From an optimization exercise on the open Yosys and OpenROAD flow, aimed at small area, a short achievable clock period and few clock cycles; shortcuts taken in it are not production practice.
Function was checked by simulation only, so behaviour that the tests miss may differ from the original.
Power figures rest on the tool's default switching activity, not on a simulated workload.

File: run.sh
#!/bin/bash
# synth_recipe.tcl (not shown) runs the flow's synth.tcl, then flattens the netlist and writes it again
# the make line also repeats each setting of config.mk as NAME=value (left out here)
make -C /OpenROAD-flow-scripts/flow DESIGN_CONFIG=/design/flow/config.mk WORK_HOME=/design/flow/orfs CLKGATE_MAP_FILE= SYNTH_SCRIPT=/design/flow/synth_recipe.tcl finish
File: constraint.sdc
create_clock -name core_clock -period 7.5 [get_ports {clk}]
set_input_delay 1.5000 -clock core_clock [delete_from_list [all_inputs] [get_ports {clk}]]
set_output_delay 1.5000 -clock core_clock [all_outputs]
set_load 0.01 [all_outputs]
File: design.v
`default_nettype none
package bsw_pkg;
  localparam int CFG_W     = 15;   
  localparam int CFG_IDX_W = 1;    
  localparam int COLOUR_W  = 17;   
  localparam int BYTE_W    = 8;
  localparam int PIXEL_W     = 3 * COLOUR_W;
  localparam int FILE_WORD_W = BYTE_W + 2;
  localparam int MAX_DIMENSION_DEFAULT = 16384;
endpackage
`default_nettype wire
`default_nettype none
module bmp24_stream_writer #(
  parameter int MAX_DIMENSION = bsw_pkg::MAX_DIMENSION_DEFAULT
) (
  input  wire logic                          clk,
  input  wire logic                          rst,
  input  wire logic                          cfg_write,
  input  wire logic [bsw_pkg::CFG_IDX_W-1:0] cfg_index,
  input  wire logic [bsw_pkg::CFG_W-1:0]     cfg_data,
  input  wire logic                          pixel_valid,
  output logic                               pixel_stall,
  input  wire logic [bsw_pkg::PIXEL_W-1:0]   pixel,
  output logic                               file_valid,
  input  wire logic                          file_stall,
  output logic [bsw_pkg::FILE_WORD_W-1:0]    file_word
);
  function automatic logic [14:0] clamp_dim(input logic [14:0] v);
    if (v[14] && (v[13:0] != '0)) clamp_dim = 15'h4000;
    else if (v == '0)             clamp_dim = 15'd1;
    else                          clamp_dim = v;
  endfunction
  function automatic logic inc_eq(input logic [14:0] x, input logic [14:0] k);
    logic [15:0] d;
    d = {1'b0, x ^ k};
    inc_eq = d[0];
    for (int i = 0; i < 15; i++) begin
      if (d[i+1] && !d[i])         inc_eq = 1'b0;
      if (d[i] && d[i+1] && !x[i]) inc_eq = 1'b0;
      if (d[i] && !d[i+1] && x[i]) inc_eq = 1'b0;
    end
  endfunction
  function automatic logic [5:0] inc6(input logic [5:0] x);
    for (int i = 0; i < 6; i++) inc6[i] = x[i] ^ (&(x | ~((6'd1 << i) - 6'd1)));
  endfunction
  function automatic logic [8:0] to_ad(input logic [16:0] v);
    logic [7:0] a;
    logic [7:0] b;
    logic       ge;
    a   = v[15:8];
    b   = v[7:0];
    ge  = (a >= b);
    to_ad = {a | {8{v[16]}}, ge && (a != 8'd0) && !v[16]};
  endfunction
  function automatic logic [7:0] ad_byte(input logic [8:0] ad);
    for (int i = 0; i < 8; i++)
      ad_byte[i] = ad[i+1] ^ (ad[0] && ((ad[8:1] & ((8'd1 << i) - 8'd1)) == 8'd0));
  endfunction
  logic [14:0] w_q;
  logic [14:0] h_q;
  logic [14:0] cfg_clamped;
  assign cfg_clamped = clamp_dim(cfg_data);
  always_ff @(posedge clk) begin
    if (rst) begin
      w_q <= 15'd1;
      h_q <= 15'd1;
    end else if (cfg_write) begin
      if (cfg_index) h_q <= cfg_clamped;
      else           w_q <= cfg_clamped;
    end
  end
  logic [14:0] x;
  logic [15:0] y;
  logic        mborrow;
  logic [3:0]  mcnt;
  logic        rbit;
  logic        rborrow;
  logic [15:0] msum;
  logic        mdone;
  logic        madd;
  logic [14:0] wsel;
  logic        mstart;
  logic        hdr;        
  logic [15:0] add_a;
  logic        w_one;
  logic        col_last;
  logic        row_last;
  logic        hv;         
  logic        accept;
  logic        pend;       
  logic        clq;        
  logic        size_out;   
  logic [5:0] pos;
  logic       heoi;        
  logic       emit;
  assign rborrow = (~y[0] & y[2]) | (~(y[0] ^ y[2]) & mborrow);
  assign rbit    = y[1] ^ y[3] ^ rborrow;
  assign add_a   = (mdone && clq) ? y : {1'b0, x};
  assign msum    = add_a + ({1'b0, h_q & {15{madd}}} | {15'd0, mdone});
  assign w_one    = (w_q == 15'd1);
  assign col_last = hdr ? w_one : inc_eq(x, w_q);
  assign row_last = hdr ? (h_q == 15'd1) : inc_eq(y[14:0], h_q);
  assign accept   = pixel_valid && !hv;
  assign mstart   = cfg_write || (pend && heoi);
  assign wsel     = (cfg_write && !cfg_index) ? cfg_clamped : w_q;
  assign size_out = emit && (pos == 6'd5) && !heoi;
  always_ff @(posedge clk) begin
    if (rst) begin
      x       <= 15'd0;
      y       <= {14'd14, 2'b00};
      mborrow <= 1'b0;
      mcnt    <= 4'd0;
      mdone   <= 1'b1;
      madd    <= 1'b0;
    end else if (mstart) begin
      x       <= 15'd13;
      y       <= {1'b0, wsel};
      mborrow <= 1'b0;
      mcnt    <= 4'd14;
      mdone   <= 1'b0;
      madd    <= wsel[0] ^ wsel[2];
    end else if (!mdone) begin
      x       <= msum[15:1];
      y       <= {msum[0], y[15:1]};
      mborrow <= rborrow;
      mcnt    <= mcnt - 4'd1;
      mdone   <= (mcnt == 4'd1);
      madd    <= rbit && (mcnt != 4'd1);
    end else if (size_out) begin
      x       <= {14'd0, !w_one};
      y       <= {15'd0, w_one};
    end else if (pend && pos[5]) begin
      x       <= clq ? 15'd0 : msum[14:0];
      if (clq) y <= msum;
    end
  end
  always_ff @(posedge clk) begin
    if (rst) begin
      hdr  <= 1'b1;
      pend <= 1'b0;
    end else begin
      pend <= accept;
      if (accept) hdr <= col_last && row_last;
    end
    if (accept) clq <= col_last;
  end
  logic [8:0] hb;
  logic [8:0] hg;
  logic [8:0] hr;
  logic [1:0] hpad;
  logic [8:0] cb;
  logic [8:0] psel;
  logic [7:0] pbyte;
  logic       adv;
  logic       is_last;
  logic [7:0] nbyte;
  logic       ov;
  logic [7:0] od;
  logic       ol;
  logic       oe;
  assign cb      = to_ad(pixel[16:0]);
  assign psel    = accept ? cb : (pos[1] ? (pos[0] ? hg : hb) : hr);
  assign pbyte   = ad_byte(psel);
  assign adv     = !ov || !file_stall;
  assign emit    = hv && adv && (mdone || pos != 6'd2);
  assign is_last = (pos[5:2] == 4'b1110) && (pos[1:0] == hpad);
  always_comb begin
    unique case (pos)
      6'd0:  nbyte = 8'h42;
      6'd1:  nbyte = 8'h4D;
      6'd2:  nbyte = heoi ? 8'h3A : {y[7:2], 2'b10};
      6'd3:  nbyte = heoi ? 8'h00 : y[15:8];
      6'd4:  nbyte = heoi ? 8'h00 : x[7:0];
      6'd5:  nbyte = heoi ? 8'h00 : {1'b0, x[14:8]};
      6'd10: nbyte = 8'd54;
      6'd14: nbyte = 8'd40;
      6'd18: nbyte = heoi ? 8'h01 : w_q[7:0];
      6'd19: nbyte = heoi ? 8'h00 : {1'b0, w_q[14:8]};
      6'd22: nbyte = heoi ? 8'h01 : h_q[7:0];
      6'd23: nbyte = heoi ? 8'h00 : {1'b0, h_q[14:8]};
      6'd26: nbyte = 8'd1;
      6'd28: nbyte = 8'd24;
      6'd54: nbyte = pbyte;
      6'd55: nbyte = pbyte;
      6'd56: nbyte = pbyte;
      default: nbyte = 8'h00;
    endcase
  end
  always_ff @(posedge clk) begin
    if (rst) begin
      hv <= 1'b0;
      ov <= 1'b0;
    end else if (accept) begin
      hv <= 1'b1;
      if (adv) ov <= 1'b1;
    end else if (emit) begin
      ov <= 1'b1;
      if (is_last) hv <= 1'b0;
    end else if (adv) begin
      ov <= 1'b0;
    end
  end
  always_ff @(posedge clk) begin
    if (accept) begin
      hb   <= cb;
      hg   <= to_ad(pixel[33:17]);
      hr   <= to_ad(pixel[50:34]);
      hpad <= col_last ? w_q[1:0] : 2'd0;
      heoi <= col_last && row_last;
      pos  <= hdr ? {5'd0, adv} : (adv ? 6'd55 : 6'd54);
    end else if (emit) begin
      pos  <= inc6(pos);
    end
  end
  always_ff @(posedge clk) begin
    if (accept) begin
      if (adv) begin
        od <= hdr ? 8'h42 : pbyte;
        ol <= 1'b0;
        oe <= 1'b0;
      end
    end else if (emit) begin
      od <= nbyte;
      ol <= is_last;
      oe <= is_last && heoi;
    end
  end
  assign pixel_stall = hv;
  assign file_valid  = ov;
  assign file_word   = {od, ol, oe};
endmodule
`default_nettype wire
File: config.mk
export PLATFORM = sky130hd
export DESIGN_NAME = bmp24_stream_writer
export DESIGN_NICKNAME = bmp24_stream_writer
export VERILOG_FILES = /design/flow/design.v
export SDC_FILE = /design/flow/constraint.sdc
export NUM_CORES = 4
export LEC_CHECK = 0
export CAP_MARGIN = 20
export CORE_MARGIN = 2
export CORE_UTILIZATION = 40
export SLEW_MARGIN = 20
==> flow_metrics.py, run 1 <==
metrics = {
    "outcome": {
        "status": "finished clean",
    },
    "detailed_routing": {
        "avgRoutedWirePerCell_um": 20.3,
        "firstDrtPassIters": 6,
        "antenna_left": 0,
        "drc_errors": 0,
        "vias": 8336,
        "via_per_inst": 5.98,
        "drt-total-wl_um": 28300,
        "drt_iter0_drc": 878,
    },
    "placement": {
        "place_inst": 1363,
        "post-place-ws_ns": 2.82,
        "postPlaceCellArea_mm2": 0.00974,
        "dpl.hpwl_um": 21100,
        "portBuffers": 83,
        "gp_congestion": 0.986,
    },
    "cells_and_area": {
        "final_core_util": 0.477,
        "fin_cells": 1395,
        "final_area_mm2": 0.0103,
        "drive_above_1_share": 0.0825,
        "antennaDiodeCount": 0,
        "nets": 1226,
        "syn_to_final_growth_pct": 17.8,
    },
    "logic_synthesis": {
        "synth_fp_nets": 1175,
        "netlist_area_mm2": 0.00876,
        "yosysUniqueCellTypes": 80,
        "synthArstFlopShare": 0,
        "synth_edf_count": 47,
        "synth_seq_cells": 119,
        "avgSynthCellArea_um2": 8.33,
        "yosys_warnings": 1,
        "synth_cells": 1051,
        "synth_seq_area_share": 0.326,
        "synthFlopType": "dfxtp_1",
    },
    "power_and_ir_drop": {
        "ir_drop_mv": 0.163,
        "power_density_mw_per_mm2": 199,
        "p_leak_nw": 3.91,
    },
    "grt": {
        "grt_overflow": 0,
        "first_global_vias": 7776,
        "grt_max_degree": 49,
        "antenna_found_initial": 0,
        "grtUsageTotal": 0.242,
        "grt_pass1_wl_um": 44000,
    },
    "critical_path": {
        "startpoint_type": "input port",
        "critPathMaxFanout": 47,
        "crit_required_ns": 7.65,
        "criticalPathCategory": "in -> reg",
        "critPathCaptureType": "register",
        "worstPathArrival_ns": 4.40,
    },
    "min_path": {
        "hold_class": "reg -> reg",
    },
    "run": {
        "maxCapViolations": 0,
    },
    "cts": {
        "htreeDepth": 4,
        "cts_tree": "built",
        "clock_latency_ns": 0.42,
        "cts_made_buffers": 17,
        "post-cts-setup-buffer-count": 0,
        "clock_path_buffers": 2,
        "cts_root_buf": "clkbuf_16",
        "cts_resized": 0,
        "cts_hold_buf": 0,
        "path_clk_slew_ns": 0.06,
        "numClockSinks": 119,
    },
    "timing": {
        "finalSetupViolations": 0,
        "rsz0062_at_grt": "false",
        "fin_tns_setup_ns": 0,
        "timing.final.crit_share": 0.567,
        "hold_viol_final": 0,
        "max_slew_margin": 0.299,
        "fmax_mhz": 235,
        "setup_slack_ns": 3.25,
        "drv_slew": 0,
        "worstMarginPinSlew_ns": 1.05,
        "clock_skew_ns": 0.0129,
        "finalCriticalPeriod_ns": 4.25,
    },
    "floorplan": {
        "coreArea_mm2": 0.0216,
        "start_util": 0.405,
        "die_h_um": 152,
        "die_area_mm2": 0.0231,
        "io_pins": 84,
        "die_w_um": 152,
        "rows": 54,
    },
}
[cell usage after synthesis, drive strengths merged (8+ instances only)]
master / number / area, um2
nand4: 9 / 56.3
or2: 26 / 163
buf: 12 / 67.6
a21oi: 88 / 440
inv: 52 / 195
ha: 51 / 638
o31ai: 8 / 60.1
a21o: 12 / 90.1
nand2: 102 / 383
nor4: 20 / 140
o21ai: 44 / 220
a22oi: 22 / 165
o22ai: 9 / 56.3
xnor2: 25 / 226
and2: 19 / 119
nor2b: 29 / 184
xor2: 22 / 193
edfxtp: 47 / 1410
nand2b: 24 / 150
dfxtp: 72 / 1440
a221oi: 12 / 111
o211ai: 9 / 67.6
nor3: 21 / 105
mux2: 14 / 158
mux2i: 22 / 220
a31oi: 11 / 68.8
a211oi: 19 / 143
nand3: 17 / 85.1
clkbuf: 46 / 173
nor2: 83 / 312
[final timing paths]
check,slack (ns),end,start,cells after the start
min reg2reg,0.49,mborrow,mborrow,2
max reg2reg,3.37,x[13],mdone,13
max,3.25,od[6],pixel_valid,9
min,0.49,mborrow,mborrow,2
[cell families (layout without fill, tap and decap cells)]
family / after synthesis / count (layout) / share of synthesized area
AO/OA/AOI/OAI: 299 / 299 / 0.231
buffers and inverters: 111 / 175 / 0.0502
XOR/XNOR: 47 / 47 / 0.0479
adder cells (fa/ha/maj): 52 / 52 / 0.0752
flip-flops: 119 / 119 / 0.326
AND/OR/NAND/NOR: 387 / 387 / 0.227
multiplexers: 36 / 36 / 0.0432
[per-stage QoR]
step | total power (W) | hold WS [ns]
floorplan | 0.00110 | 0.450
global placement | 0.00127 | 0.460
detailed placement | 0.00127 | 0.479
CTS | 0.00206 | 0.490
global route | 0.00215 | 0.571
finish | 0.00206 | 0.486
[critical path, cell delays in order]
cell and delay, ns:
clkdlybuf4s50_1 0.43, nand2b_1 0.60, clkinv_1 0.39, buf_4 0.40
a21oi_1 0.39, and4_1 0.27, nand3_1 0.09, xnor2_1 0.23
o22ai_1 0.09
[sequential cells by signal, indices dropped and copies added (netlist names), 2 cells and up]
| register | flops |
|---|---|
| h_q | 15 |
| hb | 9 |
| hg | 9 |
| hpad | 2 |
| hr | 9 |
| mcnt | 4 |
| od | 8 |
| pos | 6 |
| w_q | 15 |
| x | 15 |
| y | 16 |
[where the power goes]
part           internal (W)  switching [W]
sequential         0.000724      0.0000900
clock              0.000465       0.000319
combinational      0.000202       0.000257
[cell type report]
type / count / area, um2
Timing Repair Buffer: 90 / 878
Multi-Input combinational cell: 821 / 5470
Inverter: 53 / 199
Clock inverter: 12 / 88.8
Clock buffer: 20 / 479
Sequential cell: 119 / 2850
Fill cell: 2166 / 11300
Tap cell: 280 / 350
[layer usage]
| layer | track usage | vias up | share of wire |
|---|---|---|---|
| li1 | - | 3972 | - |
| met3 | 0.0422 | 61 | 0.081 |
| met2 | 0.359 | 370 | 0.42 |
| met1 | 0.351 | 3933 | 0.47 |
| met5 | 0 | - | 0 |
| met4 | 0.0872 | 0 | 0.031 |
[cells in the final DEF, fill, tap and decap left out, types with 21 or more instances in the layout]
master and instances:
dfxtp_1 72, nand2_1 102, inv_1 51, a22oi_1 22
nor2_1 83, o21ai_0 44, nor3_1 21, or2_2 26
xnor2_1 24, nand2b_1 24, a21oi_1 87, nor2b_1 28
clkdlybuf4s50_1 82, xor2_1 22, ha_1 51, edfxtp_1 47
mux2i_1 22
Testbench counts, summed over its fixed seeds: cycles 195,569.
==> run 2, diff against run 1 <==
--- a/config.mk
+++ b/config.mk
@@ -8,4 +8,5 @@
 export CAP_MARGIN = 20
 export CORE_MARGIN = 2
 export CORE_UTILIZATION = 40
+export SETUP_SLACK_MARGIN = 4.5
 export SLEW_MARGIN = 20
==> run 2 against run 1 <==
Register-to-register slack improved by 1.1 ns. Combinational power rose by 33%. Power rose by 13%. Critical path type is now reg -> reg. Largest cell class unchanged.
==> flow_metrics.py, run 2 <==
metrics = {
    "logic_synthesis": {
        "netlist.area_leader.share": 0.165,
        "avgSynthCellArea_um2": 8.33,
        "synth_compound_area_frac": 0.231,
        "synth_cells": 1051,
        "synth_mux_area_frac": 0.0432,
        "yosysUniqueCellTypes": 80,
        "synth_fa_ha_area_frac": 0.0752,
        "synth-simple-area-share": 0.227,
        "synth_seq_area_share": 0.326,
        "synth_edf_count": 47,
        "yosys.area.top_type": "dfxtp_1",
        "synth_common_cells": "nand2_1, a21oi_1, nor2_1, dfxtp_1, inv_1",
        "yosys_warnings": 1,
        "synthArstFlopShare": 0,
        "synth_top_family_by_area": "compound AO/OA/AOI/OAI gates",
        "synth_xor_xnor_area_share": 0.0479,
        "ys_top_cells_by_area": "dfxtp_1, edfxtp_1, ha_1",
        "synth_fp_nets": 1175,
        "synth_most_common_cell": "nand2_1",
        "synthFlopType": "dfxtp_1",
        "netlist_area_mm2": 0.00876,
        "synth_seq_cells": 119,
    },
    "detailed_routing": {
        "avgRoutedWirePerCell_um": 21.4,
        "vias": 8822,
        "via_per_inst": 6.09,
        "drc_errors": 0,
        "antenna_left": 0,
        "drt_iter0_drc": 997,
        "drt-total-wl_um": 30900,
        "firstDrtPassIters": 6,
    },
    "power_and_ir_drop": {
        "p_switching_w": 0.000731,
        "p_sw_frac": 0.316,
        "ir_drop_mv": 0.152,
        "power_density_mw_per_mm2": 197,
        "p_seq_frac": 0.348,
        "total_power_w": 0.00232,
        "p_comb_frac": 0.264,
        "clkPwrFrac": 0.388,
        "cellInternalPower_w": 0.00159,
        "p_leak_nw": 4.54,
    },
    "critical_path": {
        "criticalPathCategory": "reg -> reg",
        "critPathMaxFanout": 7,
        "worst_r2r_path_depth": 11,
        "worstPathArrival_ns": 3.31,
        "critPathCaptureType": "register",
        "startpoint_type": "register",
        "crit_required_ns": 7.79,
    },
    "timing": {
        "fin_tns_setup_ns": 0,
        "rsz0062_at_grt": "true",
        "max_slew_margin": 0.436,
        "timing.hold.ws_ns": 0.476,
        "timing.final.crit_share": 0.404,
        "hold_viol_final": 0,
        "drv_slew": 0,
        "fmax_mhz": 330,
        "finalSetupViolations": 0,
        "worstMarginPinSlew_ns": 0.839,
        "finalCriticalPeriod_ns": 3.03,
        "clock_skew_ns": 0.0184,
    },
    "cts": {
        "cts_root_buf": "clkbuf_16",
        "cts_tree": "built",
        "cts_made_buffers": 17,
        "path_clk_slew_ns": 0.06,
        "clock_path_buffers": 2,
        "numClockSinks": 119,
        "clock_latency_ns": 0.43,
        "cts_hold_buf": 0,
        "htreeDepth": 4,
    },
    "floorplan": {
        "die_area_mm2": 0.0231,
        "die_w_um": 152,
        "start_util": 0.405,
        "coreArea_mm2": 0.0216,
        "io_pins": 84,
        "rows": 54,
        "die_h_um": 152,
    },
    "min_path": {
        "holdPathStages": 2,
        "hold_class": "reg -> reg",
    },
    "cells_and_area": {
        "final_core_util": 0.543,
        "regMostFlops": "y",
        "antennaDiodeCount": 0,
        "fin_cells": 1449,
        "fillers": 1985,
        "layout_commonest_cell": "nand2_1",
        "drive_above_1_share": 0.223,
        "largest_reg_flops": 16,
        "nets": 1280,
        "final_cell_mix": "nand2_1, nor2_1, a21oi_1",
        "syn_to_final_growth_pct": 34.2,
    },
    "grt": {
        "grt_max_degree": 49,
        "grt_pass1_wl_um": 46600,
        "antenna_found_initial": 1,
        "first_global_vias": 8214,
        "grtUsageTotal": 0.256,
        "grt_overflow": 0,
    },
    "placement": {
        "gp_congestion": 0.979,
        "place_inst": 1364,
        "dpl.hpwl_um": 21300,
        "portBuffers": 83,
    },
    "run": {
        "maxCapViolations": 0,
    },
    "outcome": {
        "status": "finished clean",
    },
}
-- run 2: cell counts after synthesis --
Identical to the previous run, type by type.
-- run 2: worst paths after layout --
path	from	to	slack, ns
max	clq	y[8]	4.47
min	mborrow	mborrow	0.48
max reg2reg	clq	y[8]	4.47
min reg2reg	mborrow	mborrow	0.48
-- run 2: final cells by class --
cell class / count / area [um2] / share of cell area
repair inverters: 1 / 11.3 / 0.000958
flip-flops and latches: 119 / 2860 / 0.243
inverters: 53 / 239 / 0.0203
multi-input cells: 823 / 6180 / 0.526
clock buffers: 21 / 493 / 0.0420
clock inverters: 11 / 156 / 0.0133
repair buffers: 141 / 1460 / 0.124
well taps: 280 / 350 / 0.0298
-- run 2: stage by stage --
stage               area [um2]  setup WS [ns]
finish                   11700           4.47
global route             11700           4.41
CTS                      11100           4.46
detailed placement        9810           2.76
global placement          9810           2.84
floorplan                 8840           4.26
-- run 2: cells by family after synthesis --
logic type                 after synthesis
buffers and inverters                  111
xor gates and xnor gates                47
and+or+nand+nor                        387
adders and majority gates               52
DFF                                    119
AOI/OAI and AO/OA                      299
muxes                                   36
-- run 2: metal layers --
layer	GRT usage	vias up	routed length (um)
li1	-	4095	-
met1	0.369	4150	13700
met2	0.378	485	13100
met3	0.0505	92	3010
met4	0.0992	0	1190
met5	0	-	0
-- run 2: power groups by stage --
stage	logic [W]	registers (W)	clock network, W
5_1_grt	0.000660	0.000811	0.000930
3_3_place_gp	0.000454	0.000824	0
2_1_floorplan	0.000341	0.000768	0
3_5_place_dp	0.000456	0.000824	0
4_1_cts	0.000532	0.000808	0.000896
6_report	0.000612	0.000807	0.000898
-- run 2: what timing repair did --
| action | 4_1_cts | 5_1_grt |
|---|---|---|
| resized for setup | 154 | 99 |
| pin swaps | 32 | 49 |
| cloned | 5 | 3 |
| endpoints found under the setup margin | 84 | 34 |
| buffers inserted | 24 | 21 |
-- run 2: worst max-delay path, cell delays in order (launching register included) --
cell	delay, ns
edfxtp_1	0.38
buf_6	0.17
nand2_4	0.09
buf_4	0.11
mux2_2	0.35
ha_4	0.19
or3_1	0.39
o221ai_4	0.21
nor3b_1	0.57
o31ai_1	0.22
a21oi_1	0.16
nor2_1	0.05
==> run 3, diff against run 2 <==
==> flow/run.sh (new file) <==
#!/bin/bash
# The standard layout, with plain buffers (instead of the default delay
# buffers) on the ports. Each tool's output goes to a log in this folder.
set -euo pipefail
export BUFFER_PORTS_ARGS="-buffer_cell sky130_fd_sc_hd__buf_2"
bash standard.sh finish > make_finish.log 2>&1
==> standard.sh (new file) <==
#!/bin/bash
# synth_recipe.tcl (not shown) runs the flow's synth.tcl, then flattens the netlist and writes it again
# the make line also repeats each setting of config.mk as NAME=value (left out here)
make -C /OpenROAD-flow-scripts/flow DESIGN_CONFIG=/design/flow/config.mk WORK_HOME=/design/flow/orfs CLKGATE_MAP_FILE= SYNTH_SCRIPT=/design/flow/synth_recipe.tcl "${@:-finish}"
removed: run.sh
==> run 3 against run 2 <==
Sequential power about the same. Final cell count decreased by 1.8%. Worst hold slack improved by 0.017 ns. Clock power decreased by 13%. Sequential share of layout area increased by 2.1 points. Die area unchanged. Largest cell class unchanged.
==> flow_metrics.py, run 3 <==
metrics = {
    "cts": {
        "clock_latency_ns": 0.42,
        "clock_path_buffers": 2,
        "cts_tree": "built",
        "cts_root_buf": "clkbuf_16",
        "numClockSinks": 119,
        "cts_made_buffers": 17,
        "path_clk_slew_ns": 0.06,
        "cts_hold_buf": 0,
        "htreeDepth": 4,
    },
    "detailed_routing": {
        "drt-total-wl_um": 29800,
        "met2_wirelength_um": 12500,
        "via_per_inst": 6.02,
        "drt_iter0_drc": 1112,
        "drt-met1-wl_um": 13500,
        "wl_met3_um": 2710,
        "antenna_left": 0,
        "firstDrtPassIters": 6,
        "top_layer": "met4",
        "drc_errors": 0,
        "vias": 8571,
        "avgRoutedWirePerCell_um": 20.9,
    },
    "critical_path": {
        "critPathMaxFanout": 6,
        "critPathLaunch": "clq",
        "max_stage_delay_ns": 0.37,
        "r2r_setup_slack_ns": 4.51,
        "worstPathArrival_ns": 3.33,
        "cp_cell_sequence": "buf_6 > buf_12 > nand2_8 > mux2_2 > ha_2 > a21o_1 > a21oi_1 > nor2_1 > a311oi_4 > xor2_2 > or3_1 > a31oi_1",
        "crit_required_ns": 7.84,
        "critPathCaptureType": "register",
        "cp_top_family": "compound AO/OA/AOI/OAI gates",
        "criticalPathCategory": "reg -> reg",
        "startpoint_type": "register",
        "path_buf_inv": 2,
        "crit_slowest_cell": "edfxtp_1",
        "rr_startpoint": "clq",
    },
    "timing": {
        "clock_skew_ns": 0.00765,
        "timing.final.crit_share": 0.398,
        "hold_viol_final": 0,
        "rsz0062_at_grt": "true",
        "finalSetupViolations": 0,
        "fmax_mhz": 335,
        "drv_slew": 0,
        "finalCriticalPeriod_ns": 2.99,
        "worstMarginPinSlew_ns": 0.868,
        "max_slew_margin": 0.417,
        "fin_tns_setup_ns": 0,
        "setup_slack_ns": 4.51,
    },
    "cells_and_area": {
        "antennaDiodeCount": 0,
        "largest_reg_flops": 16,
        "nets": 1255,
        "regMostFlops": "y",
        "drive_above_1_share": 0.248,
        "final_core_util": 0.501,
        "final_cell_mix": "nand2_1, nor2_1, buf_2",
        "fillers": 2063,
        "syn_to_final_growth_pct": 23.7,
        "fin_cells": 1423,
        "layout_commonest_cell": "nand2_1",
    },
    "run": {
        "maxCapViolations": 0,
    },
    "power_and_ir_drop": {
        "total_power_w": 0.00212,
        "ir_drop_mv": 0.161,
        "p_leak_nw": 4.22,
        "power_density_mw_per_mm2": 196,
    },
    "logic_synthesis": {
        "yosys.area.top_type": "dfxtp_1",
        "synth_edf_count": 47,
        "synth_cells": 1051,
        "yosys_warnings": 1,
        "synth_most_common_cell": "nand2_1",
        "synth_seq_cells": 119,
        "synthFlopType": "dfxtp_1",
        "synth_common_cells": "nand2_1, a21oi_1, nor2_1, dfxtp_1, inv_1",
        "avgSynthCellArea_um2": 8.33,
        "synth_seq_area_share": 0.326,
        "synth_fp_nets": 1175,
        "ys_top_cells_by_area": "dfxtp_1, edfxtp_1, ha_1",
        "netlist.area_leader.share": 0.165,
        "synthArstFlopShare": 0,
        "yosysUniqueCellTypes": 80,
        "netlist_area_mm2": 0.00876,
    },
    "placement": {
        "post-place-ws_ns": 3.14,
        "place_inst": 1364,
        "dpl.hpwl_um": 21200,
        "portBuffers": 83,
        "gp_congestion": 0.950,
    },
    "grt": {
        "grtUsageTotal": 0.248,
        "grt_max_degree": 49,
        "grt_overflow": 0,
        "antenna_found_initial": 0,
        "grt_pass1_wl_um": 44900,
        "first_global_vias": 7853,
    },
    "min_path": {
        "hold_class": "reg -> reg",
        "hold_path.startpoint": "mborrow",
    },
    "floorplan": {
        "die_area_mm2": 0.0231,
        "rows": 54,
        "die_w_um": 152,
        "coreArea_mm2": 0.0216,
        "die_h_um": 152,
        "start_util": 0.405,
        "io_pins": 84,
    },
    "outcome": {
        "status": "finished clean",
    },
}
[run 3: cell counts after synthesis]
No cell type changed its count.
[run 3: layer usage]
layer	up-vias	GRT usage
met3	78	0.0493
li1	4033	-
met5	-	0
met4	0	0.0988
met2	425	0.357
met1	4035	0.363
[run 3: path summary, 6_finish.rpt]
kind / cells after the start / to
max reg2reg: 12 / x[13]
max: 12 / x[13]
min reg2reg: 2 / mborrow
min: 2 / mborrow
[run 3: kinds of logic (layout without fill, tap and decap cells)]
group,count (synthesis),after routing,synth area share
buf+inv,111,201,0.0502
simple gates,387,389,0.227
flops,119,119,0.326
xor+xnor,47,47,0.0479
mux,36,36,0.0432
compound gates,299,299,0.231
fa+ha+maj,52,52,0.0752
[run 3: layout make-up]
cell class	count	area (um2)	share of cell area
multi-input cells	823	6040	0.558
flip-flops and latches	119	2860	0.264
repair buffers	117	796	0.0735
clock buffers	23	489	0.0452
well taps	280	350	0.0323
inverters	53	221	0.0204
clock inverters	8	73.8	0.00681
[run 3: repair_timing]
item,4_1_cts,5_1_grt
setup buffers,8,17
gates resized for setup,62,71
setup endpoints to repair,38,33
pin swaps,15,35
gates cloned,2,1
[run 3: through the flow]
stage	area (um2)	hold WS [ns]
floorplan	8840	0.450
global placement	9400	0.461
detailed placement	9400	0.477
CTS	10300	0.489
global route	10800	0.542
finish	10800	0.493
[run 3: power breakdown]
| group | switching [W] | internal, W |
|---|---|---|
| Clock | 0.000295 | 0.000488 |
| Combinational | 0.000302 | 0.000225 |
| Sequential | 0.0000849 | 0.000724 |
[run 3: worst register-to-register path, cell delays in order (launching register included)]
cell	delay, ns
edfxtp_1	0.37
buf_6	0.16
buf_12	0.14
nand2_8	0.08
mux2_2	0.34
ha_2	0.34
a21o_1	0.22
a21oi_1	0.19
nor2_1	0.10
a311oi_4	0.34
xor2_2	0.15
or3_1	0.31
a31oi_1	0.16
==> run 4, diff against run 3 <==
--- a/config.mk
+++ b/config.mk
@@ -8,5 +8,8 @@
 export CAP_MARGIN = 20
 export CORE_MARGIN = 2
 export CORE_UTILIZATION = 40
+export CTS_BUF_LIST = sky130_fd_sc_hd__clkbuf_4 sky130_fd_sc_hd__clkbuf_8
+export CTS_CLUSTER_DIAMETER = 100
+export CTS_CLUSTER_SIZE = 40
 export SETUP_SLACK_MARGIN = 4.5
 export SLEW_MARGIN = 20
==> run 4 against run 3 <==
Routed wire length decreased by 1.0%. Register-to-register slack lost 0.05 ns. First-iteration DRC count is 18% lower. Sequential share of layout area increased by 0.91 points. Synthesized area unchanged. Global-route usage shrank 0.24 points. Critical endpoint is now y[15]. Clock skew is 0.0041 ns higher. Critical path depth down 1. Sequential power about the same. Sequential cell count stayed put. Final cell count is 0.28% lower. Non-clock buffer count is 4 lower.
==> flow_metrics.py, run 4 <==
metrics = {
    "timing": {
        "rsz0062_at_grt": "true",
        "max_slew_margin": 0.374,
        "fmax_mhz": 330,
        "worstMarginPinSlew_ns": 0.931,
        "finalCriticalPeriod_ns": 3.03,
        "hold_viol_final": 0,
        "drv_slew": 0,
        "fin_tns_setup_ns": 0,
        "clock_skew_ns": 0.0117,
        "finalSetupViolations": 0,
        "timing.final.crit_share": 0.405,
    },
    "logic_synthesis": {
        "synth_seq_cells": 119,
        "synth_top_family_by_area": "compound AO/OA/AOI/OAI gates",
        "synthArstFlopShare": 0,
        "synth_mux_area_frac": 0.0432,
        "synth_compound_area_frac": 0.231,
        "synth_common_cells": "nand2_1, a21oi_1, nor2_1, dfxtp_1, inv_1",
        "ys_top_cells_by_area": "dfxtp_1, edfxtp_1, ha_1",
        "synth_seq_area_share": 0.326,
        "synth_most_common_cell": "nand2_1",
        "synthFlopType": "dfxtp_1",
        "synth_cells": 1051,
        "synth_fp_nets": 1175,
        "yosys_warnings": 1,
        "netlist.area_leader.share": 0.165,
        "yosysUniqueCellTypes": 80,
        "synth-simple-area-share": 0.227,
        "synth_xor_xnor_area_share": 0.0479,
        "netlist_area_mm2": 0.00876,
        "avgSynthCellArea_um2": 8.33,
        "yosys.area.top_type": "dfxtp_1",
        "synth_edf_count": 47,
        "synth_fa_ha_area_frac": 0.0752,
    },
    "critical_path": {
        "worstPathArrival_ns": 3.38,
        "cp_cell_sequence": "buf_6 > nand2_4 > mux2_2 > ha_1 > a21o_1 > a21oi_1 > nor2_1 > a311oi_4 > o21a_1 > a21oi_1 > a211o_1",
        "r2r_setup_slack_ns": 4.47,
        "worst_r2r_path_depth": 11,
        "crit_slowest_cell": "ha_1",
        "critPathMaxFanout": 10,
        "timing.rr.end": "y[15]",
        "critPathCaptureType": "register",
        "crit_required_ns": 7.85,
        "startpoint_type": "register",
        "cpMostUsedCell": "a21oi_1",
        "criticalPathCategory": "reg -> reg",
        "max_stage_delay_ns": 0.40,
        "rr_startpoint": "clq",
    },
    "grt": {
        "grt_pass1_wl_um": 44600,
        "grtUsageTotal": 0.246,
        "grt_max_degree": 49,
        "grt_overflow": 0,
        "first_global_vias": 7804,
        "antenna_found_initial": 0,
    },
    "detailed_routing": {
        "antenna_left": 0,
        "drc_errors": 0,
        "drt_iter0_drc": 914,
        "drt-total-wl_um": 29500,
        "vias": 8604,
        "firstDrtPassIters": 7,
        "via_per_inst": 6.06,
        "avgRoutedWirePerCell_um": 20.8,
    },
    "cells_and_area": {
        "syn_to_final_growth_pct": 19.6,
        "fin_cells": 1419,
        "multi_input_area_mm2": 0.00591,
        "register_area_mm2": 0.00286,
        "final_cell_mix": "nand2_1, nor2_1, a21oi_1, buf_2, dfxtp_1",
        "drive_above_1_share": 0.231,
        "nets": 1251,
        "layout_commonest_cell": "nand2_1",
        "largest_reg_flops": 16,
        "regMostFlops": "y",
        "antennaDiodeCount": 0,
        "fillers": 2112,
    },
    "placement": {
        "gp_congestion": 0.950,
        "place_inst": 1364,
        "dpl.hpwl_um": 21200,
        "portBuffers": 83,
    },
    "floorplan": {
        "die_h_um": 152,
        "die_area_mm2": 0.0231,
        "coreArea_mm2": 0.0216,
        "die_w_um": 152,
        "io_pins": 84,
        "rows": 54,
        "start_util": 0.405,
    },
    "outcome": {
        "status": "finished clean",
    },
    "power_and_ir_drop": {
        "ir_drop_mv": 0.109,
        "p_leak_nw": 4.08,
        "power_density_mw_per_mm2": 182,
    },
    "cts": {
        "cts_made_buffers": 17,
        "clock_path_buffers": 2,
        "cts_root_buf": "clkbuf_8",
        "numClockSinks": 119,
        "htreeDepth": 4,
        "clock_latency_ns": 0.45,
        "path_clk_slew_ns": 0.08,
        "cts_tree": "built",
    },
    "run": {
        "maxCapViolations": 0,
    },
    "min_path": {
        "hold_class": "reg -> reg",
        "hold_path.startpoint": "mborrow",
        "hold_end": "mborrow",
        "holdPathStages": 2,
    },
}
-- run 4: cell types whose count changed in the layout (fill, tap and decap cells not counted), moves of 3 or more --
cell	previous run	this run
ha_1	36	41
clkbuf_4	0	3
clkbuf_16	18	0
ha_2	6	3
clkbuf_8	2	19
clkbuf_1	3	0
-- run 4: critical path: cells and delay by family (launching register included) --
family	cells	cell delay [ns]
buffers and inverters	1	0.17
AND/OR/NAND/NOR	2	0.24
adder cells (fa/ha/maj)	1	0.40
flip-flops	1	0.38
multiplexers	1	0.36
AO/OA/AOI/OAI	6	1.37
-- run 4: cell type report --
| type | count | area share |
|---|---|---|
| clock buffer | 22 | 0.0271 |
| inverter | 53 | 0.0209 |
| sequential | 119 | 0.273 |
| clock inverter | 9 | 0.00992 |
| tap | 280 | 0.0335 |
| timing repair buffer | 113 | 0.0711 |
| multi-input combinational | 823 | 0.565 |
-- run 4: per-stage QoR --
| stage | area, um2 | setup slack, ns | power (W) | hold slack [ns] | utilization |
|---|---|---|---|---|---|
| 2_1_floorplan | 8840 | 4.26 | 0.00111 | 0.450 | - |
| 4_1_cts | 10000 | 4.48 | 0.00186 | 0.491 | 0.464 |
| 6_report | 10500 | 4.47 | 0.00191 | 0.497 | 0.484 |
| 5_1_grt | 10500 | 4.41 | 0.00199 | 0.545 | 0.484 |
| 3_3_place_gp | 9400 | 3.24 | 0.00125 | 0.461 | 0.435 |
| 3_5_place_dp | 9400 | 3.14 | 0.00125 | 0.477 | 0.435 |
-- run 4: metal layers --
| layer | global-route usage | up-vias | part of all wire |
|---|---|---|---|
| met2 | 0.349 | 477 | 0.41 |
| li1 | - | 4013 | - |
| met4 | 0.0957 | 0 | 0.039 |
| met5 | 0 | - | 0 |
| met1 | 0.362 | 4035 | 0.45 |
| met3 | 0.0525 | 79 | 0.096 |
-- run 4: worst max-delay path by stage --
| stage | from | end | cells after the start |
|---|---|---|---|
| floorplan | pixel[2] | od[1] | 10 |
| global placement | pixel_valid | od[7] | 10 |
| detailed placement | pixel_valid | od[7] | 10 |
| CTS | pixel_valid | od[7] | 11 |
| global route | clq | x[13] | 13 |
| finish | clq | y[15] | 11 |
-- run 4: what timing repair did --
item,CTS,global route
gates resized for setup,40,67
setup endpoints to repair,36,36
cloned,2,1
hold buffers,0,0
pin swaps,11,20
setup buffers,6,15
-- run 4: logic make-up (layout without fill, tap and decap cells) --
group / count (synthesis) / in the layout
AOI/OAI and AO/OA: 299 / 299
and+or+nand+nor: 387 / 389
xor gates and xnor gates: 47 / 47
DFF: 119 / 119
muxes: 36 / 36
adders and majority gates: 52 / 52
buffers and inverters: 111 / 197
-- run 4: where the power goes --
group          switching [W]  internal, W  leakage (nW)
clock               0.000268     0.000320         0.199
combinational       0.000295     0.000215          2.85
sequential         0.0000841     0.000723          1.03
==> run 5, diff against run 4 <==
--- a/design.v
+++ b/design.v
@@ -30,16 +30,6 @@
     else if (v == '0)             clamp_dim = 15'd1;
     else                          clamp_dim = v;
   endfunction
-  function automatic logic inc_eq(input logic [14:0] x, input logic [14:0] k);
-    logic [15:0] d;
-    d = {1'b0, x ^ k};
-    inc_eq = d[0];
-    for (int i = 0; i < 15; i++) begin
-      if (d[i+1] && !d[i])         inc_eq = 1'b0;
-      if (d[i] && d[i+1] && !x[i]) inc_eq = 1'b0;
-      if (d[i] && !d[i+1] && x[i]) inc_eq = 1'b0;
-    end
-  endfunction
   function automatic logic [5:0] inc6(input logic [5:0] x);
     for (int i = 0; i < 6; i++) inc6[i] = x[i] ^ (&(x | ~((6'd1 << i) - 6'd1)));
   endfunction
@@ -82,7 +72,13 @@
   logic        mstart;
   logic        hdr;        
   logic [15:0] add_a;
+  logic [15:0] add_b;
   logic        w_one;
+  logic        h_one;
+  logic        c_initx;
+  logic        c_inity;
+  logic        c_col;
+  logic        c_row;
   logic        col_last;
   logic        row_last;
   logic        hv;         
@@ -95,11 +91,18 @@
   logic       emit;
   assign rborrow = (~y[0] & y[2]) | (~(y[0] ^ y[2]) & mborrow);
   assign rbit    = y[1] ^ y[3] ^ rborrow;
-  assign add_a   = (mdone && clq) ? y : {1'b0, x};
-  assign msum    = add_a + ({1'b0, h_q & {15{madd}}} | {15'd0, mdone});
+  always_comb begin
+    if (c_initx || (c_col && clq)) add_a = {1'b0, w_q};
+    else if (c_inity)              add_a = {1'b0, h_q};
+    else if (c_row)                add_a = y;
+    else                           add_a = {1'b0, x};
+  end
+  assign add_b   = mdone ? 16'hFFFF : {1'b0, h_q & {15{madd}}};
+  assign msum    = add_a + add_b;
   assign w_one    = (w_q == 15'd1);
-  assign col_last = hdr ? w_one : inc_eq(x, w_q);
-  assign row_last = hdr ? (h_q == 15'd1) : inc_eq(y[14:0], h_q);
+  assign h_one    = (h_q == 15'd1);
+  assign col_last = hdr ? w_one : (x == 15'd0);
+  assign row_last = hdr ? h_one : (y == 16'd0);
   assign accept   = pixel_valid && !hv;
   assign mstart   = cfg_write || (pend && heoi);
   assign wsel     = (cfg_write && !cfg_index) ? cfg_clamped : w_q;
@@ -126,12 +129,23 @@
       mcnt    <= mcnt - 4'd1;
       mdone   <= (mcnt == 4'd1);
       madd    <= rbit && (mcnt != 4'd1);
-    end else if (size_out) begin
-      x       <= {14'd0, !w_one};
-      y       <= {15'd0, w_one};
-    end else if (pend && pos[5]) begin
-      x       <= clq ? 15'd0 : msum[14:0];
-      if (clq) y <= msum;
+    end else if (c_initx || c_col) begin
+      x       <= msum[14:0];
+    end else if (c_inity || c_row) begin
+      y       <= msum;
+    end
+  end
+  always_ff @(posedge clk) begin
+    if (rst) begin
+      c_initx <= 1'b0;
+      c_inity <= 1'b0;
+      c_col   <= 1'b0;
+      c_row   <= 1'b0;
+    end else begin
+      c_initx <= size_out;
+      c_inity <= c_initx;
+      c_col   <= c_inity || (pend && pos[5] && !heoi);
+      c_row   <= c_col && clq;
     end
   end
   always_ff @(posedge clk) begin
--- a/config.mk
+++ b/config.mk
@@ -8,8 +8,5 @@
 export CAP_MARGIN = 20
 export CORE_MARGIN = 2
 export CORE_UTILIZATION = 40
-export CTS_BUF_LIST = sky130_fd_sc_hd__clkbuf_4 sky130_fd_sc_hd__clkbuf_8
-export CTS_CLUSTER_DIAMETER = 100
-export CTS_CLUSTER_SIZE = 40
 export SETUP_SLACK_MARGIN = 4.5
 export SLEW_MARGIN = 20
==> run 5 against run 4 <==
Still clean. Sequential power rose by 0.9%. Synthesized cell count fell by 2.8%. Worst setup slack got worse by 0.016 ns. Combinational power rose by 9.2%. Sequential share of layout area rose by 1.1 points. Clock-buffer cell count fell by 3. Via count fell by 5.3%. Maximum frequency fell by 0.54%. Clock skew fell by 0.0025 ns. Die area fell by 3.7%. Critical endpoint is now od[1]. Largest power group unchanged.
==> flow_metrics.py, run 5 <==
metrics = {
    "floorplan": {
        "die_h_um": 149,
        "die_area_mm2": 0.0222,
        "coreArea_mm2": 0.0208,
        "start_util": 0.405,
        "io_pins": 84,
        "die_w_um": 149,
        "rows": 53,
    },
    "min_path": {
        "hold_path.startpoint": "c_initx",
        "hold_class": "reg -> reg",
        "holdPathStages": 1,
    },
    "timing": {
        "timing.final.crit_share": 0.407,
        "timing.hold.ws_ns": 0.505,
        "fmax_mhz": 328,
        "worstMarginPinSlew_ns": 1.05,
        "fin_tns_setup_ns": 0,
        "max_slew_margin": 0.298,
        "drv_slew": 0,
        "finalCriticalPeriod_ns": 3.05,
        "finalSetupViolations": 0,
        "rsz0062_at_grt": "true",
        "hold_viol_final": 0,
        "clock_skew_ns": 0.00919,
    },
    "logic_synthesis": {
        "synth_most_common_cell": "nand2_1",
        "netlist_area_mm2": 0.00842,
        "yosys.area.top_type": "dfxtp_1",
        "yosys_warnings": 1,
        "synth_seq_cells": 123,
        "synth_common_cells": "nand2_1, nor2_1, a21oi_1, dfxtp_1, ha_1",
        "ys_top_cells_by_area": "dfxtp_1, edfxtp_1, ha_1",
        "synth_cells": 1022,
        "synth_edf_count": 47,
        "avgSynthCellArea_um2": 8.24,
        "synth_seq_area_share": 0.348,
        "netlist.area_leader.share": 0.181,
        "synthArstFlopShare": 0,
        "yosysUniqueCellTypes": 73,
        "synthFlopType": "dfxtp_1",
        "synth_fp_nets": 1144,
    },
    "critical_path": {
        "path_buf_inv": 2,
        "path_depth": 11,
        "critPathLaunch": "pixel[10]",
        "critPathMaxFanout": 5,
        "critPathCaptureType": "register",
        "criticalPathCategory": "in -> reg",
        "max_stage_delay_ns": 0.23,
        "cp_top_family": "compound AO/OA/AOI/OAI gates",
        "crit_required_ns": 7.68,
        "worstPathArrival_ns": 3.23,
        "startpoint_type": "input port",
        "crit_slowest_cell": "ha_4",
        "worst_r2r_path_depth": 15,
        "cpMostUsedCell": "ha_4",
        "rr_startpoint": "c_row",
        "cp_cell_sequence": "buf_8 > ha_4 > a21o_1 > a31oi_4 > o31a_1 > o211a_4 > inv_4 > ha_4 > xor2_2 > o22ai_1 > nand2_1",
    },
    "grt": {
        "grtUsageTotal": 0.251,
        "grt_pass1_wl_um": 42800,
        "grt_overflow": 0,
        "first_global_vias": 7471,
        "grt_max_degree": 60,
        "antenna_found_initial": 0,
    },
    "placement": {
        "dpl.hpwl_um": 19700,
        "portBuffers": 83,
        "postPlaceCellArea_mm2": 0.00914,
        "gp_congestion": 0.992,
        "place_inst": 1332,
    },
    "cts": {
        "clock_latency_ns": 0.43,
        "htreeDepth": 4,
        "cts_tree": "built",
        "cts_made_buffers": 17,
        "path_clk_slew_ns": 0.06,
        "clock_path_buffers": 2,
        "cts_root_buf": "clkbuf_16",
        "numClockSinks": 123,
    },
    "cells_and_area": {
        "layout_commonest_cell": "nand2_1",
        "drive_above_1_share": 0.233,
        "regMostFlops": "y",
        "final_cell_mix": "nand2_1, nor2_1, a21oi_1",
        "largest_reg_flops": 16,
        "final_area_mm2": 0.0103,
        "register_area_mm2": 0.00294,
        "fin_cells": 1388,
        "antennaDiodeCount": 0,
        "nets": 1222,
        "fillers": 2033,
        "multi_input_area_mm2": 0.00553,
        "syn_to_final_growth_pct": 22.9,
    },
    "outcome": {
        "status": "finished clean",
    },
    "detailed_routing": {
        "drt-total-wl_um": 27800,
        "via_per_inst": 5.87,
        "antenna_left": 0,
        "vias": 8148,
        "drt_iter0_drc": 962,
        "firstDrtPassIters": 7,
        "avgRoutedWirePerCell_um": 20.0,
        "drc_errors": 0,
    },
    "power_and_ir_drop": {
        "ir_drop_mv": 0.153,
        "power_density_mw_per_mm2": 210,
        "p_leak_nw": 4.00,
        "total_power_w": 0.00217,
    },
    "run": {
        "maxCapViolations": 0,
    },
}
==> run 5: power breakdown <==
group / switching [W] / internal [W] / leakage, nW / total (W)
Clock: 0.000338 / 0.000465 / 0.276 / 0.000802
Combinational: 0.000322 / 0.000235 / 2.66 / 0.000557
Sequential: 0.0000683 / 0.000746 / 1.07 / 0.000814
==> run 5: layer usage <==
metal	vias up	global-route usage	part of all wire
met2	336	0.377	0.45
li1	3889	-	-
met4	0	0.0848	0.021
met1	3875	0.367	0.45
met3	48	0.0394	0.074
met5	-	0	0
==> run 5: cell type report <==
class | instances | area share
clock buffer | 19 | 0.0418
clock inverter | 13 | 0.0128
inverter | 37 | 0.0170
multi-input combinational | 802 | 0.534
sequential | 123 | 0.284
tap | 275 | 0.0332
timing repair buffer | 119 | 0.0773
==> run 5: logic make-up after synthesis <==
logic type / Yosys count / share of synthesized area
fa+ha+maj: 50 / 0.0752
simple gates: 402 / 0.232
xor+xnor: 29 / 0.0302
buf+inv: 97 / 0.0457
compound gates: 281 / 0.214
flops: 123 / 0.348
mux: 40 / 0.0542
==> run 5: path summary, 6_finish.rpt <==
kind | endpoint | slack, ns
worst min register to register | c_inity | 0.51
worst min-delay path | c_inity | 0.51
worst max register to register | x[14] | 4.45
worst max-delay path | od[1] | 4.45
==> run 5: through the flow <==
stage	setup slack [ns]	utilization
floorplan	4.32	-
global placement	3.55	0.439
detailed placement	3.48	0.439
CTS	4.49	0.479
global route	4.32	0.497
finish	4.45	0.497
==> run 5: repair_timing <==
action,4_1_cts,5_1_grt
endpoints found under the setup margin,45,28
buffers inserted,13,10
hold buffers,0,0
gates cloned,0,1
gates resized for setup,44,54
pin swaps,12,29
Testbench counts of run 5, summed over its fixed seeds: cycles 195,569.
==> run 6, diff against run 5 <==
--- a/config.mk
+++ b/config.mk
@@ -8,5 +8,8 @@
 export CAP_MARGIN = 20
 export CORE_MARGIN = 2
 export CORE_UTILIZATION = 40
-export SETUP_SLACK_MARGIN = 4.5
+export CTS_BUF_LIST = sky130_fd_sc_hd__clkbuf_4 sky130_fd_sc_hd__clkbuf_8
+export CTS_CLUSTER_DIAMETER = 100
+export CTS_CLUSTER_SIZE = 40
+export SETUP_SLACK_MARGIN = 5.0
 export SLEW_MARGIN = 20
==> run 6 against run 5 <==
Critical path depth grew 1. Clock skew up 0.0054 ns. Synthesized cell count stayed put. Synthesized area unchanged. Clock power down 16%. Still clean. Worst setup slack gained 0.0055 ns. Critical path type unchanged.
==> flow_metrics.py, run 6 <==
metrics = {
    "grt": {
        "grt_overflow": 0,
        "grt_pass1_wl_um": 45000,
        "grt_max_degree": 61,
        "grtUsageTotal": 0.264,
        "first_global_vias": 7800,
        "antenna_found_initial": 0,
    },
    "cells_and_area": {
        "multi_input_area_mm2": 0.00605,
        "layout_commonest_cell": "nand2_1",
        "register_area_mm2": 0.00295,
        "final_cell_mix": "nand2_1, nor2_1, a21oi_1",
        "fin_cells": 1418,
        "largest_reg_flops": 16,
        "fillers": 1906,
        "antennaDiodeCount": 0,
        "drive_above_1_share": 0.321,
        "syn_to_final_growth_pct": 31.4,
        "regMostFlops": "y",
        "nets": 1252,
    },
    "timing": {
        "max_slew_margin": 0.445,
        "fin_tns_setup_ns": 0,
        "finalSetupViolations": 0,
        "fmax_mhz": 328,
        "drv_slew": 0,
        "timing.final.crit_share": 0.406,
        "worstMarginPinSlew_ns": 0.826,
        "clock_skew_ns": 0.0146,
        "rsz0062_at_grt": "true",
        "hold_viol_final": 0,
        "finalCriticalPeriod_ns": 3.05,
    },
    "logic_synthesis": {
        "yosysUniqueCellTypes": 73,
        "synth_fp_nets": 1144,
        "synth_most_common_cell": "nand2_1",
        "synth_cells": 1022,
        "ys_top_cells_by_area": "dfxtp_1, edfxtp_1, ha_1",
        "synthFlopType": "dfxtp_1",
        "synth_edf_count": 47,
        "yosys_warnings": 1,
        "netlist.area_leader.share": 0.181,
        "synth_seq_cells": 123,
        "avgSynthCellArea_um2": 8.24,
        "synth_common_cells": "nand2_1, nor2_1, a21oi_1, dfxtp_1, ha_1",
        "yosys.area.top_type": "dfxtp_1",
        "synth_seq_area_share": 0.348,
        "synthArstFlopShare": 0,
        "netlist_area_mm2": 0.00842,
    },
    "floorplan": {
        "start_util": 0.405,
        "io_pins": 84,
        "rows": 53,
        "die_h_um": 149,
        "die_w_um": 149,
        "coreArea_mm2": 0.0208,
        "die_area_mm2": 0.0222,
    },
    "cts": {
        "clock_latency_ns": 0.46,
        "cts_root_buf": "clkbuf_8",
        "clock_path_buffers": 2,
        "numClockSinks": 123,
        "cts_tree": "built",
        "path_clk_slew_ns": 0.08,
        "cts_hold_buf": 0,
        "cts_made_buffers": 17,
        "htreeDepth": 4,
    },
    "placement": {
        "portBuffers": 83,
        "gp_congestion": 0.955,
        "place_inst": 1326,
        "dpl.hpwl_um": 19800,
    },
    "power_and_ir_drop": {
        "power_density_mw_per_mm2": 195,
        "p_leak_nw": 4.27,
        "ir_drop_mv": 0.0914,
        "total_power_w": 0.00216,
    },
    "detailed_routing": {
        "antenna_left": 0,
        "vias": 8452,
        "drt_iter0_drc": 775,
        "avgRoutedWirePerCell_um": 20.9,
        "drt-total-wl_um": 29600,
        "firstDrtPassIters": 8,
        "drc_errors": 0,
        "via_per_inst": 5.96,
    },
    "min_path": {
        "hold_path.startpoint": "c_initx",
        "hold_class": "reg -> reg",
        "hold_end": "c_inity",
        "holdPathStages": 1,
    },
    "critical_path": {
        "crit_required_ns": 7.68,
        "rr_startpoint": "c_row",
        "worst_r2r_path_depth": 15,
        "r2r_setup_slack_ns": 4.57,
        "timing.rr.end": "y[4]",
        "critPathMaxFanout": 5,
        "worstPathArrival_ns": 3.23,
        "criticalPathCategory": "in -> reg",
        "critPathCaptureType": "register",
        "startpoint_type": "input port",
    },
    "outcome": {
        "status": "finished clean",
    },
    "run": {
        "maxCapViolations": 0,
    },
}
## run 6: cell counts after synthesis
Identical to the previous run, type by type.
## run 6: worst max path at each step
stage                     start  endpoint  slack, ns  cells after the start
floorplan             pixel[10]     od[1]       4.32                     10
global placement    pixel_valid     od[7]       3.59                      8
detailed placement  pixel_valid     od[7]       3.51                      8
CTS                    pixel[2]     od[1]       4.48                     12
global route           pixel[2]     od[1]       4.43                     12
finish                 pixel[8]     od[3]       4.45                     12
## run 6: kinds of logic after synthesis
kind of cell / count (synthesis) / synth area share
fa+ha+maj: 50 / 0.0752
mux: 40 / 0.0542
compound gates: 281 / 0.214
xor+xnor: 29 / 0.0302
simple gates: 402 / 0.232
buf+inv: 97 / 0.0457
flops: 123 / 0.348
## run 6: report_power, final
| part | internal (W) | leakage (nW) | total (W) | switching [W] |
|---|---|---|---|---|
| sequential | 0.000744 | 1.07 | 0.000817 | 0.0000733 |
| combinational | 0.000296 | 2.98 | 0.000667 | 0.000371 |
| clock | 0.000378 | 0.221 | 0.000677 | 0.000300 |
## run 6: cell type report
| type | instances | share of cell area |
|---|---|---|
| repair buffers | 146 | 0.0978 |
| clock buffers | 19 | 0.0231 |
| repair inverters | 1 | 0.000792 |
| well taps | 275 | 0.0311 |
| clock inverters | 13 | 0.0172 |
| multi-input cells | 804 | 0.547 |
| inverters | 37 | 0.0168 |
| flip-flops and latches | 123 | 0.267 |
## run 6: metal layers
metal / part of all wire / global-route usage / wire [um] / vias to the layer above
met5: 0 / 0 / 0 / -
met4: 0.037 / 0.110 / 1090 / 0
met3: 0.089 / 0.0569 / 2640 / 76
met2: 0.44 / 0.394 / 13000 / 396
met1: 0.43 / 0.370 / 12800 / 4026
li1: - / - / - / 3954
## run 6: timing repair
| action | in CTS | in global routing |
|---|---|---|
| setup buffers | 39 | 16 |
| gates resized for setup | 108 | 91 |
| endpoints found under the setup margin | 109 | 83 |
| pin swaps | 82 | 64 |
| gates cloned | 5 | 0 |
## run 6: metrics by stage
step / worst slack [ns] / hold WS [ns] / area [um2] / utilization
6_report: 4.45 / 0.544 / 11100 / 0.531
5_1_grt: 4.43 / 0.560 / 11100 / 0.531
4_1_cts: 4.48 / 0.539 / 10500 / 0.505
3_5_place_dp: 3.51 / 0.479 / 9230 / 0.443
3_3_place_gp: 3.59 / 0.477 / 9230 / 0.443
2_1_floorplan: 4.32 / 0.449 / 8780 / -
## run 6: worst max-delay path, cell delays in order
cell and delay, ns:
buf_8 0.08, inv_4 0.03, ha_4 0.24, nand2b_4 0.12
a31oi_4 0.08, o31a_1 0.29, o211a_4 0.28, buf_4 0.15
buf_4 0.13, buf_6 0.11, nor3_4 0.12, o221ai_2 0.10
==> run 7, diff against run 6 <==
--- a/config.mk
+++ b/config.mk
@@ -11,5 +11,5 @@
 export CTS_BUF_LIST = sky130_fd_sc_hd__clkbuf_4 sky130_fd_sc_hd__clkbuf_8
 export CTS_CLUSTER_DIAMETER = 100
 export CTS_CLUSTER_SIZE = 40
-export SETUP_SLACK_MARGIN = 5.0
+export SETUP_SLACK_MARGIN = 4.5
 export SLEW_MARGIN = 20
==> run 7 against run 6 <==
Global-route usage down 1.4 points. Power down 9.2%. First-iteration DRC count up 15%. Largest power group unchanged. Sequential power down 0.6%. Clock power down 13%. Maximum frequency down 1.4%. Clock-buffer cell count unchanged. Critical path depth down 1. Final cell count down 2.0%.
==> flow_metrics.py, run 7 <==
metrics = {
    "detailed_routing": {
        "vias": 8153,
        "firstDrtPassIters": 5,
        "drt_iter0_drc": 891,
        "drt-total-wl_um": 27700,
        "via_per_inst": 5.87,
        "antenna_left": 0,
        "avgRoutedWirePerCell_um": 20.0,
        "drc_errors": 0,
    },
    "cells_and_area": {
        "final_cell_mix": "nand2_1, nor2_1, a21oi_1",
        "nets": 1223,
        "regMostFlops": "y",
        "layout_commonest_cell": "nand2_1",
        "antennaDiodeCount": 0,
        "largest_reg_flops": 16,
        "drive_above_1_share": 0.234,
        "syn_to_final_growth_pct": 20.6,
    },
    "logic_synthesis": {
        "avgSynthCellArea_um2": 8.24,
        "synth_most_common_cell": "nand2_1",
        "synth_common_cells": "nand2_1, nor2_1, a21oi_1, dfxtp_1, ha_1",
        "netlist_area_mm2": 0.00842,
        "yosys.area.top_type": "dfxtp_1",
        "synthFlopType": "dfxtp_1",
        "synth_seq_area_share": 0.348,
        "synth_fp_nets": 1144,
        "synthArstFlopShare": 0,
        "netlist.area_leader.share": 0.181,
        "ys_top_cells_by_area": "dfxtp_1, edfxtp_1, ha_1",
        "yosysUniqueCellTypes": 73,
        "synth_seq_cells": 123,
        "synth_edf_count": 47,
        "yosys_warnings": 1,
        "synth_cells": 1022,
    },
    "floorplan": {
        "rows": 53,
        "die_area_mm2": 0.0222,
        "die_w_um": 149,
        "die_h_um": 149,
        "io_pins": 84,
        "start_util": 0.405,
        "coreArea_mm2": 0.0208,
    },
    "grt": {
        "grtUsageTotal": 0.250,
        "grt_max_degree": 60,
        "grt_overflow": 0,
        "grt_pass1_wl_um": 42700,
        "antenna_found_initial": 0,
        "first_global_vias": 7470,
    },
    "cts": {
        "cts_tree": "built",
        "path_clk_slew_ns": 0.07,
        "htreeDepth": 4,
        "cts_made_buffers": 17,
        "clock_latency_ns": 0.47,
        "numClockSinks": 123,
        "cts_root_buf": "clkbuf_8",
        "clock_path_buffers": 2,
        "cts_hold_buf": 0,
    },
    "min_path": {
        "hold_class": "reg -> reg",
    },
    "power_and_ir_drop": {
        "power_density_mw_per_mm2": 193,
        "ir_drop_mv": 0.106,
        "p_leak_nw": 3.94,
        "total_power_w": 0.00196,
    },
    "placement": {
        "portBuffers": 83,
        "gp_congestion": 0.992,
        "dpl.hpwl_um": 19700,
    },
    "timing": {
        "fmax_mhz": 324,
        "timing.hold.ws_ns": 0.510,
        "max_slew_margin": 0.317,
        "clock_skew_ns": 0.0191,
        "finalCriticalPeriod_ns": 3.09,
        "worstMarginPinSlew_ns": 1.02,
        "hold_viol_final": 0,
        "rsz0062_at_grt": "true",
        "fin_tns_setup_ns": 0,
        "finalSetupViolations": 0,
        "drv_slew": 0,
        "timing.final.crit_share": 0.412,
    },
    "critical_path": {
        "crit_slowest_cell": "o31a_1",
        "max_stage_delay_ns": 0.29,
        "critPathMaxFanout": 3,
        "cp_cell_sequence": "buf_6 > inv_4 > ha_4 > nand2b_4 > a31oi_2 > o31a_1 > o211a_4 > buf_4 > a211oi_2 > xor2_1 > o22ai_1",
        "critPathCaptureType": "register",
        "startpoint_type": "input port",
        "criticalPathCategory": "in -> reg",
        "worstPathArrival_ns": 3.27,
        "r2r_setup_slack_ns": 4.47,
        "crit_required_ns": 7.68,
    },
    "outcome": {
        "status": "finished clean",
    },
    "run": {
        "maxCapViolations": 0,
    },
}
-- run 7: path summary, 6_finish.rpt --
check                 from      end  cells past startpoint
hold reg to reg    c_initx  c_inity                      1
setup reg to reg     c_row    y[15]                     13
setup / recovery  pixel[8]    od[5]                     11
hold / removal     c_initx  c_inity                      1
-- run 7: timing repair --
action	in CTS	in global routing
setup buffers	13	11
pin swaps	17	25
cloned	0	1
setup endpoints to repair	44	28
resized for setup	43	52
-- run 7: cell type report --
cell class,instances,area (um2)
inverters,37,169
clock buffers,19,249
flip-flops and latches,123,2940
clock inverters,13,133
multi-input cells,802,5540
well taps,275,344
repair buffers,120,786
fillers,2037,10700
-- run 7: cells by family after synthesis --
kind of cell    after synthesis  share of synthesized area
simple gates                402                      0.232
mux                          40                     0.0542
flops                       123                      0.348
buf+inv                      97                     0.0457
xor+xnor                     29                     0.0302
fa+ha+maj                    50                     0.0752
compound gates              281                      0.214
-- run 7: stage by stage --
| stage | util | cells | area (um2) | worst slack (ns) |
|---|---|---|---|---|
| global route | 0.488 | 1389 | 10200 | 4.36 |
| detailed placement | 0.439 | 1332 | 9140 | 3.48 |
| floorplan | - | 1022 | 8560 | 4.32 |
| global placement | 0.439 | 1332 | 9140 | 3.55 |
| finish | 0.488 | 1389 | 10200 | 4.41 |
| CTS | 0.471 | 1377 | 9800 | 4.47 |
-- run 7: per-layer routing --
metal / vias to the layer above / routed length, um / GRT usage
met4: 0 / 766 / 0.0786
met2: 345 / 12200 / 0.374
li1: 3881 / - / -
met3: 57 / 2140 / 0.0450
met1: 3870 / 12700 / 0.367
met5: - / 0 / 0
-- run 7: where the power goes --
group | internal [W] | switching (W)
Sequential | 0.000745 | 0.0000677
Combinational | 0.000237 | 0.000326
Clock | 0.000278 | 0.000310
-- run 7: critical path, delay by kind of cell --
| kind | cells | cell delay (ns) |
|---|---|---|
| AOI/OAI and AO/OA | 5 | 0.92 |
| buffers and inverters | 3 | 0.29 |
| adders and majority gates | 1 | 0.24 |
| xor gates and xnor gates | 1 | 0.22 |
| and+or+nand+nor | 1 | 0.11 |

## re-timing with driven ports
No port has a modelled driver above. Below, the same layouts with a new extraction and two added sets of constraints. Step 1: set_driving_cell puts a clkbuf_16 on clk and a buf_2 on each other input, an assumption about the parent block. Step 2 adds t to the input delays and takes it off the output delays; t is the mean of the earliest and latest rising clock arrival at the registers after step 1. Input paths then give back, and output paths get back, about the clock's delay inside the block. Slacks: no drivers / after step 1 / after step 2; pairs: no drivers / after step 1.
| run | t, ns | setup slack, ns | worst setup path at the end |
|---|---|---|---|
| run 1 | 0.460 | 3.246 / 3.256 / 2.797 | input to register |
| run 2 | 0.466 | 4.474 / 4.474 / 4.069 | input to register |
| run 3 | 0.462 | 4.515 / 4.515 / 4.059 | input to register |
| run 4 | 0.485 | 4.465 / 4.465 / 4.061 | input to register |
| run 5 | 0.470 | 4.449 / 4.453 / 3.985 | input to register |
| run 6 | 0.489 | 4.455 / 4.442 / 3.952 | input to register |
| run 7 | 0.504 | 4.410 / 4.412 / 3.908 | input to register |
After both steps every run listed still meets setup and hold. The setup slack of run 6, which loses most, moves by -0.013 ns with the drivers and by -0.503 ns with both steps.
